From an optimization exercise on the open Yosys and OpenROAD flow, aimed at small area and a short achievable clock period; shortcuts taken in it are not production practice. Only simulation tests tie the RTL to the original design; equivalence was not proved. Power figures rest on the tool's default switching activity, not on a simulated workload.

== north ==
==> flow/design.v <==
package mem_pkg;
   typedef logic [6-1:0] sram_addr_t;
   function automatic sram_addr_t ptr_next(input sram_addr_t ptr);
      ptr_next = ptr + 1'b1;
   endfunction
endpackage
package stream_pkg;
   typedef logic [16-1:0] sample_t;
   typedef struct packed
   {
      logic    last;    
      sample_t data;
   } buffer_word_t;
endpackage
`timescale 1ns/1ns
module sram_dual_port
#(
   parameter int address_width = 6
)
(
   input  logic                       sram_clock,
   input  mem_pkg::sram_addr_t        wr_address,
   input  stream_pkg::buffer_word_t   wr_word,
   input  mem_pkg::sram_addr_t        rd_address,
   output stream_pkg::buffer_word_t   rd_word
);
   localparam int depth = 1 << address_width;
   logic [16:0] ram [0:depth-1];
   always_ff @(posedge sram_clock)
   begin
      ram[wr_address] <= wr_word;
   end
   always_ff @(posedge sram_clock)
   begin
      rd_word <= ram[rd_address];
   end
endmodule
`timescale 1ns/1ns
module frame_writer
(
   input  logic                 sram_clock,
   input  logic                 rst,
   input  logic                 in_valid,
   input  logic                 in_last,
   input  stream_pkg::sample_t  in_data,
   input  mem_pkg::sram_addr_t  read_ptr,
   output mem_pkg::sram_addr_t  commit_ptr,
   output logic                 frame_dropped,
   output mem_pkg::sram_addr_t      mem_wr_address,
   output stream_pkg::buffer_word_t mem_wr_word
);
   mem_pkg::sram_addr_t   wr_ptr;      
   mem_pkg::sram_addr_t   next_ptr;
   logic         discarding;  
   logic         full;
   stream_pkg::buffer_word_t in_word;
   assign next_ptr = mem_pkg::ptr_next(wr_ptr);
   assign full = (next_ptr == read_ptr);
   assign in_word.last = in_last;
   assign in_word.data = in_data;
   assign mem_wr_address = wr_ptr;
   assign mem_wr_word    = in_word;
   always_ff @(posedge sram_clock)
   begin
      if (rst)
      begin
         wr_ptr        <= '0;
         commit_ptr    <= '0;
         discarding    <= 1'b0;
         frame_dropped <= 1'b0;
      end
      else
      begin
         frame_dropped <= 1'b0;
         if (in_valid)
         begin
            if (discarding)
            begin
               if (in_last)
               begin
                  discarding <= 1'b0;  
               end
            end
            else if (full)
            begin
               wr_ptr        <= commit_ptr;
               frame_dropped <= 1'b1;
               discarding    <= !in_last;
            end
            else
            begin
               wr_ptr <= next_ptr;
               if (in_last)
               begin
                  commit_ptr <= next_ptr;  
               end
            end
         end
      end
   end
endmodule
`timescale 1ns/1ns
module frame_reader
(
   input  logic                 sram_clock,
   input  logic                 rst,
   input  logic                 hold,
   input  mem_pkg::sram_addr_t  commit_ptr,
   output mem_pkg::sram_addr_t  read_ptr,
   output logic                 out_valid,
   output logic                 out_last,
   output stream_pkg::sample_t  out_data,
   output mem_pkg::sram_addr_t      mem_rd_address,
   input  stream_pkg::buffer_word_t mem_rd_word
);
   logic fetch;
   logic pending;
   assign pending = (read_ptr != commit_ptr);
   assign fetch = pending && !hold;
   assign mem_rd_address = read_ptr;
   always_ff @(posedge sram_clock)
   begin
      if (rst)
      begin
         read_ptr  <= '0;
         out_valid <= 1'b0;
      end
      else
      begin
         out_valid <= fetch;  
         if (fetch)
         begin
            read_ptr <= mem_pkg::ptr_next(read_ptr);
         end
      end
   end
   assign out_data = mem_rd_word.data;
   assign out_last = mem_rd_word.last;
endmodule
`timescale 1ns/1ns
module frame_buffer_top
(
   input  logic                 sram_clock,
   input  logic                 rst,
   input  logic                 in_valid,
   input  logic                 in_last,
   input  logic                 hold,
   input  stream_pkg::sample_t  in_data,
   output logic                 out_valid,
   output logic                 out_last,
   output logic                 frame_dropped,
   output stream_pkg::sample_t  out_data
);
   mem_pkg::sram_addr_t commit_ptr;  
   mem_pkg::sram_addr_t read_ptr;
   mem_pkg::sram_addr_t               wr_address;
   stream_pkg::buffer_word_t wr_word;
   mem_pkg::sram_addr_t               rd_address;
   stream_pkg::buffer_word_t rd_word;
   frame_writer frame_writer_i
   (
      .sram_clock    (sram_clock),
      .rst           (rst),
      .in_valid      (in_valid),
      .in_last       (in_last),
      .in_data       (in_data),
      .read_ptr      (read_ptr),
      .commit_ptr    (commit_ptr),
      .frame_dropped (frame_dropped),
      .mem_wr_address (wr_address),
      .mem_wr_word    (wr_word)
   );
   sram_dual_port
   #(
      .address_width (6)
   )
   sram_dual_port_i
   (
      .sram_clock (sram_clock),
      .wr_address (wr_address),
      .wr_word    (wr_word),
      .rd_address (rd_address),
      .rd_word    (rd_word)
   );
   frame_reader frame_reader_i
   (
      .sram_clock (sram_clock),
      .rst        (rst),
      .hold       (hold),
      .commit_ptr (commit_ptr),
      .read_ptr   (read_ptr),
      .out_valid  (out_valid),
      .out_last   (out_last),
      .out_data   (out_data),
      .mem_rd_address (rd_address),
      .mem_rd_word    (rd_word)
   );
endmodule
make LEC_CHECK=0 ABC_AREA=1 CAP_MARGIN=20 CORE_MARGIN=2 CORE_UTILIZATION=55 SETUP_SLACK_MARGIN=2.0 SLEW_MARGIN=20 finish   # period 4.0 ns
run.sh (not shown) runs the stock make flow with config.mk's settings and CLKGATE_MAP_FILE= SYNTH_SCRIPT=/design/flow/synth_recipe.tcl, a recipe that flattens the netlist after the stock synthesis.
Here is what was changed in the inputs of south compared with north.
- ABC_AREA no longer set, was 1
- SETUP_SLACK_MARGIN no longer set, was 2.0
- CORE_UTILIZATION now 40, was 55
Results
- In the flow results for south and north, the fraction of cell area in non-clock buffers is smaller on south.
- The higher final core utilization came out of north.
- Relative to north, the final design instance area without fill measured on south has decreased by a few percent.
- south — total met3 wirelength after detailed routing 39% lower, north as reference
Changes in east relative to south:
- SETUP_SLACK_MARGIN newly set to 2.0
- CORE_UTILIZATION changed from 40 to 55
==> comparison <==
The die outline height of east falls short of that of south by 49 µm.
Looking at worst slack after detailed placement, east sits 0.29 ns below south.
Looking at via count across both flows, east is the weaker of the two, with south ahead.
Looking only at placed cell area, and setting everything else aside, the higher value of south and east goes to south.
Final routed wirelength across all metal layers: higher on east
The detailed-router iteration count before antenna repair number comes out higher for east vs south.
In the tables for south and east, power share of the sequential group reads higher with south.
Of the two candidates, south has the better power consumption and east the worse one.
--- input diff east..west ---
- CTS_CLUSTER_SIZE newly set to 30
- ABC_AREA newly set to 1
- CTS_CLUSTER_DIAMETER newly set to 60
Findings:
Of east and west, west shows the higher die width, with east below it. The layout overhead on the synthesized area number comes out higher for east vs west. Taking east as the reference point, the overall power of west rises by about 13%. A startpoint of the worst setup timing path of frame_reader_i.read_ptr[0] is what west shows, while frame_reader_i.read_ptr[1] belongs to east.

## port drivers added, routing unchanged
How much do the figures lean on ideal ports? The routed layouts below were timed once more, with nothing changed but the port constraints.
Step 1 (the two cells are an assumption about what drives the block):
set clk [get_ports {sram_clock}]
set_driving_cell -lib_cell sky130_fd_sc_hd__clkbuf_16 $clk
set_driving_cell -lib_cell sky130_fd_sc_hd__buf_2 [delete_from_list [all_inputs] $clk]
Step 2 adds t to the input delays and takes it off the output delays; t is the mean of the earliest and latest rising clock arrival at the registers after step 1. Input paths then give back, and output paths get back, about the clock's delay inside the block.
Three values: ideal, step 1, step 2; two values: the first two.
| run | shift t [ns] | slack for setup (ns) | pins driven straight from the clock port |
|---|---|---|---|
| north | 0.749 | 1.802 / 1.802 / 1.602 | 1 |
| south | 0.756 | 0.783 / 0.783 / 0.783 | 1 |
| east | 0.739 | 1.709 / 1.709 / 1.389 | 1 |
| west | 0.723 | 1.769 / 1.769 / 1.542 | 1 |
After both steps every run listed still meets setup and hold. For east, which loses most, drivers alone change the setup slack by 0.000 ns; drivers and shift together by -0.320 ns.
